From an optimization exercise on the open Yosys and OpenROAD flow, aimed at small area, a short achievable clock period and few clock cycles per item; shortcuts taken in it are not production practice.
No run shown here included a check of the RTL's function; only the layout flow was run.

==> flow/design.v, too long to show whole: its modules and the start of the top module <==
// module conv_fa: 10 lines
// module conv_ha: 9 lines
// module conv_stream_mc: 6944 lines
module conv_stream_mc
#(
  parameter int WORD_LENGTH = conv_pkg::WORD_LENGTH_DEF,
  parameter int ACC_WIDTH   = conv_pkg::ACC_WIDTH_DEF,
  parameter int IMAGE_SIZE  = conv_pkg::IMAGE_SIZE_DEF,
  parameter int KERNEL_SIZE = conv_pkg::KERNEL_SIZE_DEF,
  parameter int STRIDE      = conv_pkg::STRIDE_DEF,
  parameter int OUT_CH      = conv_pkg::OUT_CH_DEF
) (
  input  logic                                            clk,
  input  logic                                            rst,
  input  logic                                            weight_load,
  input  logic [OUT_CH*KERNEL_SIZE*KERNEL_SIZE*WORD_LENGTH-1:0] weight_value,
  input  logic [OUT_CH*ACC_WIDTH-1:0]                     bias_value,
  input  logic                                            relu_en,
  input  logic                                            in_valid,
  output logic                                            in_ready,
  input  logic [WORD_LENGTH-1:0]                          data_in,
  output logic                                            out_valid,
  input  logic                                            out_ready,
  output logic [OUT_CH*ACC_WIDTH-1:0]                     data_out,
  output logic [conv_pkg::IDX_WIDTH-1:0]                  out_row,
  output logic [conv_pkg::IDX_WIDTH-1:0]                  out_col,
  output logic                                            frame_done
);
  // ...
==> flow/flow/run.sh <==
#!/bin/bash
export BUFFER_PORTS_ARGS="-buffer_cell sky130_fd_sc_hd__buf_1"
bash standard.sh SETUP_SLACK_MARGIN=14.8 finish > standard.log 2>&1
==> flow/standard.sh <==
#!/bin/bash
# synth_recipe.tcl (not shown) runs the flow's synth.tcl, then flattens the netlist and writes it again
# the make line also repeats each setting of config.mk as NAME=value (left out here)
make -C /OpenROAD-flow-scripts/flow DESIGN_CONFIG=/design/flow/config.mk WORK_HOME=/design/flow/orfs CLKGATE_MAP_FILE= SYNTH_SCRIPT=/design/flow/synth_recipe.tcl "${@:-finish}"
==> flow/config.mk <==
export PLATFORM = sky130hd
export DESIGN_NAME = conv_stream_mc
export DESIGN_NICKNAME = conv_stream_mc
export VERILOG_FILES = /design/flow/design.v
export SDC_FILE = /design/flow/constraint.sdc
export NUM_CORES = 4
export LEC_CHECK = 0
export CAP_MARGIN = 20
export CORE_MARGIN = 2
export CORE_UTILIZATION = 55
export CTS_CLUSTER_DIAMETER = 70
export CTS_CLUSTER_SIZE = 30
export SLEW_MARGIN = 60
export SYNTH_HIERARCHICAL = 1
export SYNTH_MINIMUM_KEEP_SIZE = 0
==> flow/constraint.sdc <==
create_clock -name core_clock -period 20.0 [get_ports {clk}]
set_input_delay 4.0000 -clock core_clock [delete_from_list [all_inputs] [get_ports {clk}]]
set_output_delay 4.0000 -clock core_clock [all_outputs]
set_load 0.01 [all_outputs]
==> results_dict.tcl, run 1 <==
set metrics [dict create \
    outcome "timing/DRC/antenna clean" \
    grt.busiest_layer "met2" \
    rr_endpoint "x3_c0[28]" \
    drt_iter0_markers 7606 \
    buffer_area_share_pct 4.54 \
    final_hold_viol_count 0 \
    drv_slew 0 \
    dr.pass1.iters 6 \
    tritoncts "done" \
    rows 182 \
    ff_latch_area_um2 51900 \
    yosys.area_share.simple_pct 10.6 \
    nMultiInputCombCells 7002 \
    multi_input_area_share_pct 54.6 \
    nFlopsAndLatches 1748 \
    diodes 11 \
    reg2reg_slack_ps 14850 \
    holdPathEnd "sr[111]" \
    gp_congestion 0.986 \
    finalNetCount 13818 \
    yosysWarnings 7 \
    drt-total-wl_um 426000 \
    grt_pass1_vias 91115 \
    gr-usage-met2_pct 57.7 \
    critPathLaunchType "flop" \
    r2r-start "sr[218]" \
    slew_headroom_pct 57.6 \
    layout-drive-gt1-share_pct 8.63 \
    grt_antenna_before_repair 34 \
    finalSetupViolations 0 \
    finalHoldWorstSlack_ps 391 \
    clk_path_buf_depth 3 \
]
==> run 2, diff against run 1 <==
--- a/flow/config.mk
+++ b/flow/config.mk
@@ -8,8 +8,8 @@
 export CAP_MARGIN = 20
 export CORE_MARGIN = 2
 export CORE_UTILIZATION = 55
-export CTS_CLUSTER_DIAMETER = 70
-export CTS_CLUSTER_SIZE = 30
-export SLEW_MARGIN = 60
+export CTS_CLUSTER_DIAMETER = 100
+export CTS_CLUSTER_SIZE = 26
+export SLEW_MARGIN = 30
 export SYNTH_HIERARCHICAL = 1
 export SYNTH_MINIMUM_KEEP_SIZE = 0
==> results_dict.tcl, run 2 <==
set metrics [dict create \
    largest_register_ffs 896 \
    grt.overflow.total 0 \
    tritoncts "done" \
    cts_inserted_buffers 94 \
    drc 0 \
    layout_commonest_cell "fa_1" \
    rsz0062_at_grt "yes" \
    grt.busiest_layer "met2" \
    ios 497 \
    cp_cell_sequence "buf_6" \
    max_flop_register "sr" \
    finClkSkew_ps 54.9 \
    cts_root_buffer "clkbuf_16" \
    layout.cells.most_common_list "fa_1 (3153), nand2_1 (2592), edfxtp_1 (1657)" \
    use_met1_pct 43.1 \
    ys_top_cells_by_area "fa_1 (46%), edfxtp_1 (37%), nand2_1 (7.2%), and2_1 (3.1%), clkbuf_1 (1.4%)" \
    min_period_ps 5390 \
    max_freq_ghz 0.186 \
    dp_hpwl_um 327000 \
    hold_path.class "reg2reg" \
    async_flop_share_pct 3.38 \
    grt_antenna_before_repair 30 \
    fp.dieH_um 501 \
    yosys.area.top_type "fa_1" \
    final_hold_viol_count 0 \
    cp.required_ps 16000 \
    slew_headroom_pct 27.1 \
    yosysUniqueCellTypes 63 \
    fillers 19042 \
    crit_type "reg2out" \
    drv_slew 0 \
    gp_congestion 0.986 \
    yosys.area.top_type_share_pct 46.4 \
    vias 80219 \
    critPathArrivalTime_ps 1390 \
    layout_setup_ws_ps 14610 \
    met3_usage_pct 6.81 \
    ys.flop_type "edfxtp_1" \
    drt_iter0_markers 7754 \
    critPathMaxFanout 4 \
    synth_most_common_cell "fa_1" \
    vias_per_cell 5.97 \
    syn_area_um2 136000 \
    layout-drive-gt1-share_pct 8.34 \
    portBuffers 490 \
    outcome "timing/DRC/antenna clean" \
    cp_slowest_cell "dfrtp_2" \
    grt_pass1_vias 91436 \
    tns_ps 0 \
    finalNetCount 13845 \
    worstMarginPinSlew_ps 1090 \
    ys_ff_latch 1748 \
    drv_cap 0 \
    drt-total-wl_um 431000 \
    clk_pin_slew_ps 100 \
    synthCells 9432 \
    rows 182 \
    postCtsHoldBufs 0 \
    chipWidth_um 501 \
    synth-edff-count 1657 \
    htree_num_levels 3 \
    path_buf_inv 1 \
    dieArea_um2 251000 \
    wl_per_cell_um 32.1 \
    grt_max_degree 172 \
    crit_path_end_kind "primary output" \
    grt_use_total_pct 35.6 \
    preCtsSetupSlack_ps 12820 \
    core_area_um2 246000 \
    top_regs "sr: 896 flops, weights_r: 400 flops" \
    postSynthAreaPerCell_um2 14.4 \
    drtAntennaViolNets 0 \
    cts_sinks 1748 \
    critPathMaxStageDelay_ps 450 \
    synth_common_cells "fa_1 (3154), nand2_1 (2592), edfxtp_1 (1657), and2_1 (672), clkbuf_1 (492)" \
    grt_pass1_wl_um 627000 \
    clkLatencyLatePin_ps 810 \
    place_inst 12813 \
    finalSetupViolations 0 \
    dr.pass1.iters 8 \
    finalNonFillerCells 13431 \
    area_growth_pct 9.73 \
    start_util_pct 55.3 \
    clk_path_buf_depth 3 \
    gr-usage-met2_pct 57.9 \
    finalCritPeriodShare_pct 27.0 \
    critPathLaunchType "flop" \
    final_cell_area_um2 149000 \
    cp_top_family "flip-flops" \
    ys_seq_area_share_pct 38.1 \
    yosysWarnings 7 \
    placed_area_um2 141000 \
]
[run 2: cell counts after synthesis]
No cell type changed its count.
[run 2: final timing paths]
check | startpoint | endpoint | slack (ps) | cells past startpoint
setup / recovery | h_v | out_valid | 14610 | 1
hold / removal | sr[728] | sr[736] | 410 | 0
setup reg to reg | weights_r[22] | x0_c0[21] | 14840 | 9
hold reg to reg | sr[728] | sr[736] | 410 | 0
max in group asynchronous | rst | sh_r | 16030 | 3
min in group asynchronous | rst | h_d[16] | 3400 | 3
[run 2: timing repair]
item,4_1_cts,5_1_grt
resized for setup,35,44
endpoints found under the setup margin,404,184
buffers inserted,361,96
pin swaps,1,0
gates cloned,1,0
hold endpoints to repair,0,0
[run 2: through the flow]
| stage | hold slack [ps] | util (%) |
|---|---|---|
| global route | 422 | 60.7 |
| detailed placement | 405 | 57.5 |
| finish | 407 | 60.7 |
| floorplan | 400 | - |
| CTS | 402 | 60.2 |
| global placement | 400 | 57.3 |
[run 2: final cells by class]
type                    instances  area, µm²  area share (%)
multi-input cells            7002      81600            54.7
flip-flops and latches       1748      51900            34.8
repair buffers               1097       7800            5.22
well taps                    3220       4030            2.70
clock buffers                 102       2400            1.61
inverters                     207        777           0.521
clock inverters                44        722           0.484
diodes                         11       27.5          0.0184
[run 2: per-module statistics from Yosys, one instance, submodules excluded]
module	cell area [µm²]	times used	cells inside	flip-flops and latches
conv_fa	20.0	3152	1	0
conv_ha	12.5	52	1	0
conv_stream_mc	72300	1	6228	1748
[run 2: cells by family (layout without fill, tap and decap cells)]
kind of cell    after synthesis  after routing  synth area share (%)
fa+ha+maj                  3249           3249                  47.3
flops                      1748           1748                  38.1
mux                          18             18                 0.147
compound gates              152            152                 0.785
xor+xnor                    131            131                 0.843
other cells                   2             99               0.00552
buf+inv                     768           1450                  2.16
simple gates               3364           3364                  10.6
[run 2: metal layers]
metal | vias up | share of wire (%)
li1 | 31064 | -
met1 | 43336 | 34
met2 | 4434 | 49
met3 | 1363 | 8.2
met4 | 22 | 8.9
met5 | - | 0.033

[static timing again, ports no longer ideal]
The flow's constraints put no driver on any port. The routed layouts listed below were extracted and timed again, unchanged, in two steps.
Step 1: set_driving_cell puts a clkbuf_16 on clk and a buf_2 on each other input, an assumption about the parent block.
Step 2 times the ports against the registers' clock, not the clock port: input delays grow and output delays shrink by t, the midpoint of the rising clock arrivals with the driver on.
Slacks: no drivers / after step 1 / after step 2; pairs: no drivers / after step 1.
| run | shift t [ns] | setup slack, ns | latest minus earliest clock arrival (ns) |
|---|---|---|---|
| run 1 | 0.915 | 14.618 / 14.507 / 14.053 | 0.060 / 0.060 |
| run 2 | 0.892 | 14.610 / 14.506 / 14.087 | 0.064 / 0.064 |
After both steps every run listed still meets setup and hold. For run 1, which loses most, drivers alone change the setup slack by -0.111 ns; drivers and shift together by -0.565 ns.
